Background: an optimization exercise with open tools, aiming at small area. Do not read the settings as production practice.
Where RTL was checked, it was by simulation tests only, not by an equivalence proof against the original.
Function not checked in run 1: the RTL went through the layout flow alone.
Power figures rest on the tool's default switching activity, not on a simulated workload.

[config.mk]
export PLATFORM = sky130hd
export DESIGN_NAME = fft_input_loader
export DESIGN_NICKNAME = fft_input_loader
export VERILOG_FILES = /design/flow/design.v
export SDC_FILE = /design/flow/constraint.sdc
export NUM_CORES = 4
export LEC_CHECK = 0
export CAP_MARGIN = 10
export CORE_MARGIN = 2
export CORE_UTILIZATION = 75
export PLACE_DENSITY = 0.82
export SLEW_MARGIN = 10
export SYNTH_HIERARCHICAL = 1
export SYNTH_MINIMUM_KEEP_SIZE = 0
export BUFFER_PORTS_ARGS = -buffer_cell sky130_fd_sc_hd__buf_1
export CTS_ARGS = -sink_clustering_enable -repair_clock_nets -buf_list sky130_fd_sc_hd__clkbuf_8 -dont_use_dummy_load -sink_clustering_size 20 -sink_clustering_max_diameter 50
export REMOVE_ABC_BUFFERS = 1
[constraint.sdc]
create_clock -name core_clock -period 6.0 [get_ports {clk}]
set_input_delay 1.2000 -clock core_clock [delete_from_list [all_inputs] [get_ports {clk}]]
set_output_delay 1.2000 -clock core_clock [all_outputs]
set_load 0.01 [all_outputs]
[flow/run.sh]
#!/bin/bash
# Standard ORFS layout (the standard.sh) with area-oriented settings:
# smallest port buffers, small clock buffers without dummy loads and no
# pre-placement upsizing.
set -e
cat >> config.mk <<'EOT'
export BUFFER_PORTS_ARGS = -buffer_cell sky130_fd_sc_hd__buf_1
export CTS_ARGS = -sink_clustering_enable -repair_clock_nets -buf_list sky130_fd_sc_hd__clkbuf_8 -dont_use_dummy_load -sink_clustering_size 20 -sink_clustering_max_diameter 50
export REMOVE_ABC_BUFFERS = 1
EOT
bash standard.sh > standard.log 2>&1
[design.v]
package fft_pkg;
    localparam int unsigned N_POINTS = 16;
    localparam int unsigned DATA_W   = 16;
    localparam int unsigned LOG2N    = 4;
    localparam int unsigned CNT_W    = LOG2N + 1;
    typedef struct packed {
        logic [DATA_W-1:0] re;
        logic [DATA_W-1:0] im;
    } sample_t;
    typedef enum logic {
        ST_FILL = 1'b0,
        ST_FULL = 1'b1
    } load_state_t;
    function automatic logic [LOG2N-1:0] bitrev(input logic [LOG2N-1:0] idx);
        logic [LOG2N-1:0] r;
        r = '0;
        for (int i = 0; i < LOG2N; i++) begin
            r[i] = idx[LOG2N-1-i];
        end
        bitrev = r;
    endfunction
endpackage
module toggle_detect (
    input  logic clk,
    input  logic rst,
    input  logic level,
    output logic level_q,
    output logic change_c
);
    always_ff @(posedge clk) begin
        if (rst) begin
            level_q <= 1'b0;
        end else begin
            level_q <= level;
        end
    end
    assign change_c = level != level_q;
endmodule
import fft_pkg::*;
module fft_input_loader (
    input  logic                       clk,
    input  logic                       rst,
    input  logic                       s_valid,
    output logic                       s_ready,
    input  logic [DATA_W-1:0]          s_real,
    input  logic [DATA_W-1:0]          s_imag,
    output logic [N_POINTS*DATA_W-1:0] frame_real,
    output logic [N_POINTS*DATA_W-1:0] frame_imag,
    output logic                       new_input_flag,
    input  logic                       fft_ready_flag,
    output logic                       fft_busy,
    output logic [15:0]                frames_launched
);
    logic [CNT_W-1:0]                  fill_cnt;
    logic [N_POINTS-1:0][DATA_W-1:0]   fill_real;
    logic [N_POINTS-1:0][DATA_W-1:0]   fill_imag;
    logic [LOG2N-1:0]                  lane_c;
    logic                              full_c;
    logic                              accept_c;
    logic                              launch_c;
    logic                              ready_q;
    logic                              ready_tgl_c;
    logic                              ld_c;
    logic                              hold_c;
    logic [N_POINTS-1:0]               wr_c;
    logic [N_POINTS-1:0]               keep_c;
    assign full_c   = fill_cnt[LOG2N];
    assign s_ready  = !rst && !full_c;
    assign accept_c = s_valid && s_ready;
    assign launch_c = full_c && !fft_busy;
    assign lane_c = fft_pkg::bitrev(fill_cnt[LOG2N-1:0]);
    toggle_detect u_ready_det (
        .clk      (clk),
        .rst      (rst),
        .level    (fft_ready_flag),
        .level_q  (ready_q),
        .change_c (ready_tgl_c)
    );
    always_comb begin
        for (int k = 0; k < N_POINTS; k++) begin
            wr_c[k]   = accept_c && (lane_c == LOG2N'(k));
            keep_c[k] = !wr_c[k];
        end
    end
    assign ld_c   = !rst && launch_c;
    assign hold_c = !rst && !launch_c;
    logic [N_POINTS-1:0][DATA_W-1:0]   fill_real_d;
    logic [N_POINTS-1:0][DATA_W-1:0]   fill_imag_d;
    logic [N_POINTS*DATA_W-1:0]        frame_real_d;
    logic [N_POINTS*DATA_W-1:0]        frame_imag_d;
    for (genvar k = 0; k < N_POINTS; k++) begin : g_lane
        for (genvar b = 0; b < DATA_W; b++) begin : g_bit
            ao22_bit u_fill_re (
                .a1 (wr_c[k]),   .a2 (s_real[b]),
                .b1 (keep_c[k]), .b2 (fill_real[k][b]),
                .y  (fill_real_d[k][b])
            );
            ao22_bit u_fill_im (
                .a1 (wr_c[k]),   .a2 (s_imag[b]),
                .b1 (keep_c[k]), .b2 (fill_imag[k][b]),
                .y  (fill_imag_d[k][b])
            );
            ao22_bit u_frame_re (
                .a1 (ld_c),   .a2 (fill_real[k][b]),
                .b1 (hold_c), .b2 (frame_real[k*DATA_W+b]),
                .y  (frame_real_d[k*DATA_W+b])
            );
            ao22_bit u_frame_im (
                .a1 (ld_c),   .a2 (fill_imag[k][b]),
                .b1 (hold_c), .b2 (frame_imag[k*DATA_W+b]),
                .y  (frame_imag_d[k*DATA_W+b])
            );
        end
    end
    always_ff @(posedge clk) begin
        fill_real  <= fill_real_d;
        fill_imag  <= fill_imag_d;
        frame_real <= frame_real_d;
        frame_imag <= frame_imag_d;
    end
    always_ff @(posedge clk) begin
        if (rst) begin
            fill_cnt        <= '0;
            new_input_flag  <= 1'b0;
            fft_busy        <= 1'b0;
            frames_launched <= '0;
        end else begin
            if (accept_c) begin
                fill_cnt <= fill_cnt + CNT_W'(1);
            end
            if (launch_c) begin
                new_input_flag  <= ~new_input_flag;
                fill_cnt        <= '0;
                frames_launched <= frames_launched + 16'd1;
            end
            if (launch_c) begin
                fft_busy <= 1'b1;
            end else if (ready_tgl_c) begin
                fft_busy <= 1'b0;
            end
        end
    end
endmodule
module ao22_bit (
    input  logic a1,
    input  logic a2,
    input  logic b1,
    input  logic b2,
    output logic y
);
    assign y = (a1 & a2) | (b1 & b2);
endmodule
[standard.sh]
#!/bin/bash
# synth_recipe.tcl (not shown) runs the flow's synth.tcl, then flattens the netlist and writes it again
# the make line also repeats each setting of config.mk as NAME=value (left out here)
make -C /OpenROAD-flow-scripts/flow DESIGN_CONFIG=/design/flow/config.mk WORK_HOME=/design/flow/orfs CLKGATE_MAP_FILE= SYNTH_SCRIPT=/design/flow/synth_recipe.tcl "${@:-finish}"
==> results of run 1 <==
-- cells by family (layout without fill, tap and decap cells) --
kind of cell | after synthesis | count (layout) | share of synthesized area, %
AO/OA/AOI/OAI | 1038 | 1038 | 29.4
XOR/XNOR | 14 | 14 | 0.399
adder cells (fa/ha/maj) | 5 | 5 | 0.203
buffers and inverters | 15 | 680 | 0.187
flip-flops | 1048 | 1048 | 68.2
multiplexers | 1 | 1 | 0.0326
other | 0 | 2 | 0
AND/OR/NAND/NOR | 89 | 89 | 1.51
-- modules after synthesis, one instance, submodules excluded --
module | flops+latches | copies in the design | cell area [um^2]
fft_input_loader | 1047 | 1 | 21700
toggle_detect | 1 | 1 | 35.0
ao22_bit | 0 | 1024 | 8.76
-- state kept, by name, indices dropped and copies added, names as in the netlist --
name,cells
fill_real,256
fft_busy,1
fill_imag,256
fill_cnt,5
frame_imag,256
new_input_flag,1
frames_launched,16
frame_real,256
u_ready_det.level_q,1
-- final cells by class --
type | count | area share, %
Sequential cell | 1048 | 60.2
Multi-Input combinational cell | 1147 | 27.9
Timing Repair Buffer | 611 | 7.39
Clock buffer | 60 | 2.37
Tap cell | 532 | 1.91
Inverter | 9 | 0.119
Antenna cell | 2 | 0.0144
-- through the flow --
step / setup WS [ps] / hold slack (ps) / std cells / setup TNS, ps / instance area, um^2
2_1_floorplan: -13610 / 440 / 2204 / -6969430 / 30700
3_3_place_gp: 1700 / 450 / 3344 / 0 / 33900
3_5_place_dp: 1350 / 451 / 3346 / 0 / 34000
4_1_cts: 2090 / 449 / 3406 / 0 / 34800
5_1_grt: 1730 / 474 / 3408 / 0 / 34800
6_report: 1940 / 450 / 3409 / 0 / 34800
-- placed cells by master (no fill, tap or decap), types with 4 or more instances in the layout --
| cell | instances |
|---|---|
| a21oi_1 | 8 |
| a22o_1 | 1024 |
| and2_1 | 9 |
| buf_1 | 566 |
| buf_12 | 4 |
| buf_4 | 38 |
| clkbuf_8 | 60 |
| dfxtp_1 | 1048 |
| ha_1 | 5 |
| inv_1 | 8 |
| nand2_1 | 24 |
| nand3_1 | 4 |
| nand4_1 | 4 |
| nor2_1 | 20 |
| o31ai_1 | 5 |
| or4_1 | 5 |
| xnor2_1 | 5 |
| xor2_1 | 9 |
-- routing by layer --
layer	GRT usage, %	vias up	wire [um]
met4	25.1	2	6150
met3	10.4	305	11100
met5	0	-	11
met2	62.8	1548	40700
li1	-	10200	-
met1	55.2	11500	34400
-- power breakdown --
group,internal (uW),switching (uW)
clock network,898,1990
logic,132,217
registers,7120,102
-- worst paths after layout --
kind	slack, ps	start	endpoint
worst max-delay path	1940	rst	fill_real[125]
worst min-delay path	450	fill_real[81]	frame_real[81]
worst max register to register	2280	fill_cnt[4]	fill_real[125]
worst min register to register	450	fill_real[81]	frame_real[81]
==> flow_metrics.tcl, run 1 <==
set metrics [dict create \
    min_path_cells 1 \
    synthDistinctLibCells 31 \
    peakVddDrop_v 0.000200 \
    fmax_mhz 246 \
    syn_inst 2210 \
    path_delay_family "simple AND/OR/NAND/NOR gates" \
    grt.total_usage_pct 41.9 \
    clkSlewWorstSetupHoldPaths_ps 110 \
    core_area_um2 40600 \
    routedWlPerCell_um 27.1 \
    hpwl_um 57500 \
    fill_cells 2145 \
    grt_pass1_wl_um 137000 \
    overflow 0 \
    tritoncts "yes" \
    maxSlewHeadroom_pct 13.0 \
    grt_antenna_before_repair 2 \
    period_needed_ps 4060 \
    cts_root_buf "clkbuf_8" \
    async_flop_share_pct 0 \
    start_util_pct 75.7 \
    arrival_ps 4700 \
    power_density_nw_per_um2 300 \
    clk_latency_ps 720 \
    ff2ff_path_depth 5 \
    cts_made_buffers 60 \
    ctsResizeCount 0 \
    gp_congestion 0.857 \
    p_leak_uw 0.0135 \
    synth_top_area_cell "dfxtp_1" \
    synth_common_cells "dfxtp_1, a22o_1, nand2_1" \
    nets 2918 \
    via_count 23500 \
    cts.sink_count 1048 \
    worst_pin_slew_ps 1310 \
    grt_pass1_vias 22500 \
    dominantRegCellSynth "dfxtp_1" \
    maxCapViolCount 0 \
    critical_path_required_ps 6650 \
    syn_area_per_cell_um2 13.9 \
    drive_gt1_share_pct 4.07 \
    drt_iter0_drc 3114 \
    synth_edf_count 0 \
    crit_path_start_kind "input port" \
    syn2layout_area_growth_pct 13.2 \
    port_buffers 566 \
    final_max_slew_viol_count 0 \
    fin_util_pct 85.7 \
    finalHoldViolCount 0 \
    path_class "input port to flip-flop" \
    routed_wl_um 92300 \
    rows 74 \
    holdCritPathClass "flip-flop to flip-flop" \
    worst_setup_path_end_kind "flip-flop" \
    setup_viol 0 \
    multi_input_area_um2 9730 \
    vias_per_cell 6.90 \
    total_power_uw 10500 \
    path_buf_inv 3 \
    post-route-period-util_pct 67.6 \
    yosysWarnings 8 \
    die-area_um2 42600 \
    outcome "no timing/DRC/antenna violations" \
    postCtsSetupRepairBufs 0 \
    ioPinCount 567 \
    synth.top_cell.area_share_pct 68.2 \
    cp_slowest_stage_delay_ps 1120 \
    synth.most_common_cell "dfxtp_1" \
    drtAntennaViolNets 0 \
    die_y_um 206 \
    die-width_um 206 \
    clk_path_buf_depth 3 \
    first_pass_iters 6 \
    route.detailed.drc 0 \
    synthTopCellsByArea "dfxtp_1, a22o_1, nand2_1" \
    grt_max_degree 233 \
    ctsHoldBuffers 0 \
    critPathMaxFanout 33 \
    cp.depth 7 \
    finalClockSkew_ps 54.9 \
    seq_area_frac_synth_pct 68.2 \
    synth_seq_cells 1048 \
    rsz0062_at_grt "no" \
    crit_slowest_cell "inv_1" \
    syn_area_um2 30800 \
    seq_area_um2 21000 \
    cts_htree_levels 2 \
    crit_chain "buf_1 -> buf_4 -> nor3b_1 -> and3_1 -> nand2_1 -> inv_1 -> a22o_1" \
]
==> run 2, diff against run 1 <==
--- a/design.v
+++ b/design.v
@@ -80,5 +80,5 @@
         for (int k = 0; k < N_POINTS; k++) begin
             wr_c[k]   = accept_c && (lane_c == LOG2N'(k));
-            keep_c[k] = !wr_c[k];
+            keep_c[k] = !rst && !wr_c[k];
         end
     end
==> flow/run.sh (replaced) <==
#!/bin/bash
# Standard ORFS layout (the standard.sh) with area-oriented settings:
# smallest port buffers, small clock buffers without dummy loads and no
# pre-placement upsizing.
set -e
cat >> config.mk <<'EOT'
export BUFFER_PORTS_ARGS = -buffer_cell sky130_fd_sc_hd__buf_1
export CTS_ARGS = -sink_clustering_enable -repair_clock_nets -buf_list sky130_fd_sc_hd__clkbuf_8 -dont_use_dummy_load -sink_clustering_size 18 -sink_clustering_max_diameter 45
export REMOVE_ABC_BUFFERS = 1
EOT
bash standard.sh > standard.log 2>&1
==> config.mk (replaced) <==
export PLATFORM = sky130hd
export DESIGN_NAME = fft_input_loader
export DESIGN_NICKNAME = fft_input_loader
export VERILOG_FILES = /design/flow/design.v
export SDC_FILE = /design/flow/constraint.sdc
export NUM_CORES = 4
export LEC_CHECK = 0
export CAP_MARGIN = 10
export CORE_MARGIN = 2
export CORE_UTILIZATION = 77
export PLACE_DENSITY = 0.84
export SLEW_MARGIN = 10
export SYNTH_HIERARCHICAL = 1
export SYNTH_MINIMUM_KEEP_SIZE = 0
export BUFFER_PORTS_ARGS = -buffer_cell sky130_fd_sc_hd__buf_1
export CTS_ARGS = -sink_clustering_enable -repair_clock_nets -buf_list sky130_fd_sc_hd__clkbuf_8 -dont_use_dummy_load -sink_clustering_size 18 -sink_clustering_max_diameter 45
export REMOVE_ABC_BUFFERS = 1
==> run 2 against run 1 <==
Effect of this change: largest power group unchanged; worst setup slack improved by 390 ps; final area rose by 0.27%; first-iteration DRC count fell by 5.8%; combinational power fell by 11%; synthesized cell count did not move; sequential share of layout area fell by 0.16 points; register-to-register slack improved by 250 ps; global-route usage rose by 3.2 points; area after synthesis rose by 0.13%; final cell count fell by 0.73%.
==> flow_metrics.tcl, run 2 <==
set metrics [dict create \
    outcome "no timing/DRC/antenna violations" \
    routed_wl_um 97600 \
    arrival_ps 4190 \
    grt_pass1_wl_um 143000 \
    syn_area_per_cell_um2 13.9 \
    grt_antenna_before_repair 0 \
    overflow 0 \
    whs_ps 459 \
    routedWlPerCell_um 28.8 \
    fill_cells 1897 \
    nets 2903 \
    drtAntennaViolNets 0 \
    postCtsSetupRepairBufs 0 \
    port_buffers 566 \
    final_max_slew_viol_count 0 \
    design_area_um2 34900 \
    holdCritStartpoint "fill_real[62]" \
    ctsResizeCount 0 \
    worst_setup_path_end_kind "flip-flop" \
    maxSlewHeadroom_pct 7.14 \
    grt_pass1_vias 23100 \
    yosysWarnings 8 \
    start_util_pct 77.7 \
    fmax_mhz 273 \
    grt.total_usage_pct 45.1 \
    cts_root_buf "clkbuf_8" \
    diodes 0 \
    synthTopCellsByArea "dfxtp_1, a22o_1, nor2_1" \
    syn2layout_area_growth_pct 13.4 \
    first_pass_iters 9 \
    period_needed_ps 3660 \
    finalClockSkew_ps 46.7 \
    core_area_um2 39600 \
    async_flop_share_pct 0 \
    crit_path_start_kind "input port" \
    synth_top_area_cell "dfxtp_1" \
    clk_path_buf_depth 3 \
    reg2reg_from "fill_cnt[4]" \
    tritoncts "yes" \
    synthDistinctLibCells 35 \
    synth_common_cells "dfxtp_1, a22o_1, nor2_1" \
    syn_inst 2210 \
    cts_made_buffers 74 \
    vias_per_cell 7.14 \
    peakVddDrop_v 0.000253 \
    clkSlewWorstSetupHoldPaths_ps 110 \
    drive_gt1_share_pct 4.58 \
    clk_latency_ps 680 \
    die_y_um 204 \
    hpwl_um 59000 \
    multi_input_area_um2 9920 \
    critPathMaxFanout 33 \
    place_area_um2 33900 \
    gp_congestion 0.855 \
    critical_path_required_ps 6520 \
    cts.sink_count 1048 \
    rsz0062_at_grt "no" \
    die-area_um2 41600 \
    grt_max_degree 143 \
    cts_htree_levels 3 \
    rows 73 \
    setup_viol 0 \
    worst_pin_slew_ps 1390 \
    p_leak_uw 0.0133 \
    maxCapViolCount 0 \
    dominantRegCellSynth "dfxtp_1" \
    synth.most_common_cell "dfxtp_1" \
    route.detailed.drc 0 \
    seq_area_frac_synth_pct 68.1 \
    drt_iter0_drc 2933 \
    seq_area_um2 21000 \
    cp-startpoint "rst" \
    most-common-layout-cells "dfxtp_1, a22o_1, buf_1" \
    synth_edf_count 0 \
    final_common_cell "dfxtp_1" \
    post-route-period-util_pct 61.1 \
    via_count 24200 \
    ioPinCount 567 \
    synth_seq_cells 1048 \
    power_density_nw_per_um2 301 \
    synth.top_cell.area_share_pct 68.1 \
    path_class "input port to flip-flop" \
    syn_area_um2 30800 \
    die-width_um 204 \
    ctsHoldBuffers 0 \
    finalHoldViolCount 0 \
    holdCritPathClass "flip-flop to flip-flop" \
]
[run 2: changes by cell type in the layout (fill, tap and decap cells not counted), moves of 3 or more]
cell,delta
buf_4,-27
nand2_1,-17
clkbuf_8,+14
and2_2,+12
nor2_4,+12
and2_1,-8
a21oi_1,-4
a21oi_4,+4
inv_1,-4
buf_16,-3
nand2_2,-3
[run 2: final cells by class]
cell class	instances	share of cell area, %
Tap cell	525	1.88
Sequential cell	1048	60.1
Clock buffer	74	2.92
Timing Repair Buffer	582	6.62
Multi-Input combinational cell	1150	28.4
Inverter	5	0.0753
[run 2: critical path, cell delays in order]
cell,delay (ps)
clkbuf_2,120
nor3b_2,590
nor3b_1,460
and2_2,950
nor2_4,470
a22o_1,370
[run 2: final timing paths]
kind         slack [ps]  cells past startpoint             end
min reg2reg         460                      1  frame_real[62]
max reg2reg        2530                      5    fill_real[7]
min                 460                      1  frame_real[62]
max                2340                      6    fill_real[7]
[run 2: through the flow]
| step | setup TNS, ps | setup slack (ps) | std cells | power [uW] | util (%) |
|---|---|---|---|---|---|
| 6_report | 0 | 2340 | 3384 | 10500 | 88.1 |
| 5_1_grt | 0 | 2410 | 3384 | 10700 | 88.1 |
| 4_1_cts | 0 | 2500 | 3384 | 10400 | 88.1 |
| 3_5_place_dp | 0 | 1910 | 3310 | 7460 | 85.5 |
| 3_3_place_gp | 0 | 2060 | 3310 | 7440 | 85.5 |
| 2_1_floorplan | -6972790 | -13610 | 2203 | 7270 | - |
[run 2: per-layer routing]
metal	GRT usage [%]	vias to the layer above	part of all wire (%)
met5	0	-	0
li1	-	10100	-
met3	12.3	367	13
met2	68.3	1876	44
met4	29.2	0	6.9
met1	57.5	11800	36
[run 2: kinds of logic (layout without fill, tap and decap cells)]
family	Yosys count	count (layout)	share of synthesized area (%)
AND/OR/NAND/NOR	89	89	1.55
AO/OA/AOI/OAI	1037	1037	29.4
multiplexers	3	3	0.106
XOR/XNOR	15	15	0.427
buffers and inverters	12	661	0.154
flip-flops	1048	1048	68.1
adder cells (fa/ha/maj)	6	6	0.244
[run 2: modules after synthesis, one instance, submodules excluded]
module	copies in the design	flops+latches	area, um^2
ao22_bit	1024	0	8.76
fft_input_loader	1	1047	21800
toggle_detect	1	1	35.0
[run 2: power breakdown]
part	switching [uW]	total, uW	internal, uW
combinational	265	312	47.0
clock	2060	3180	1110
sequential	21.6	7000	6980

-- static timing again, ports no longer ideal --
Ports are ideal in the flow. The routed layouts listed here were re-timed in OpenROAD.
Step 1 sets driving cells, clkbuf_16 on the clock port and buf_2 on the other inputs (assumed; they add their load-dependent delay and slew).
Step 2 also shifts input and output timing later by t, the mid clock arrival at the registers, as if the neighbouring blocks saw the same clock.
Slacks: no drivers / after step 1 / after step 2; pairs: no drivers / after step 1.
run | t, ns | setup WS [ns] | worst setup path after step 2 | clock arrival spread, ns
run 1 | 0.755 | 1.942 / 1.971 / 1.216 | input to register | 0.055 / 0.056
run 2 | 0.711 | 2.335 / 2.361 / 1.650 | input to register | 0.050 / 0.050
After both steps every run listed still meets setup and hold. The setup slack of run 1, which loses most, moves by +0.029 ns with the drivers and by -0.726 ns with both steps.
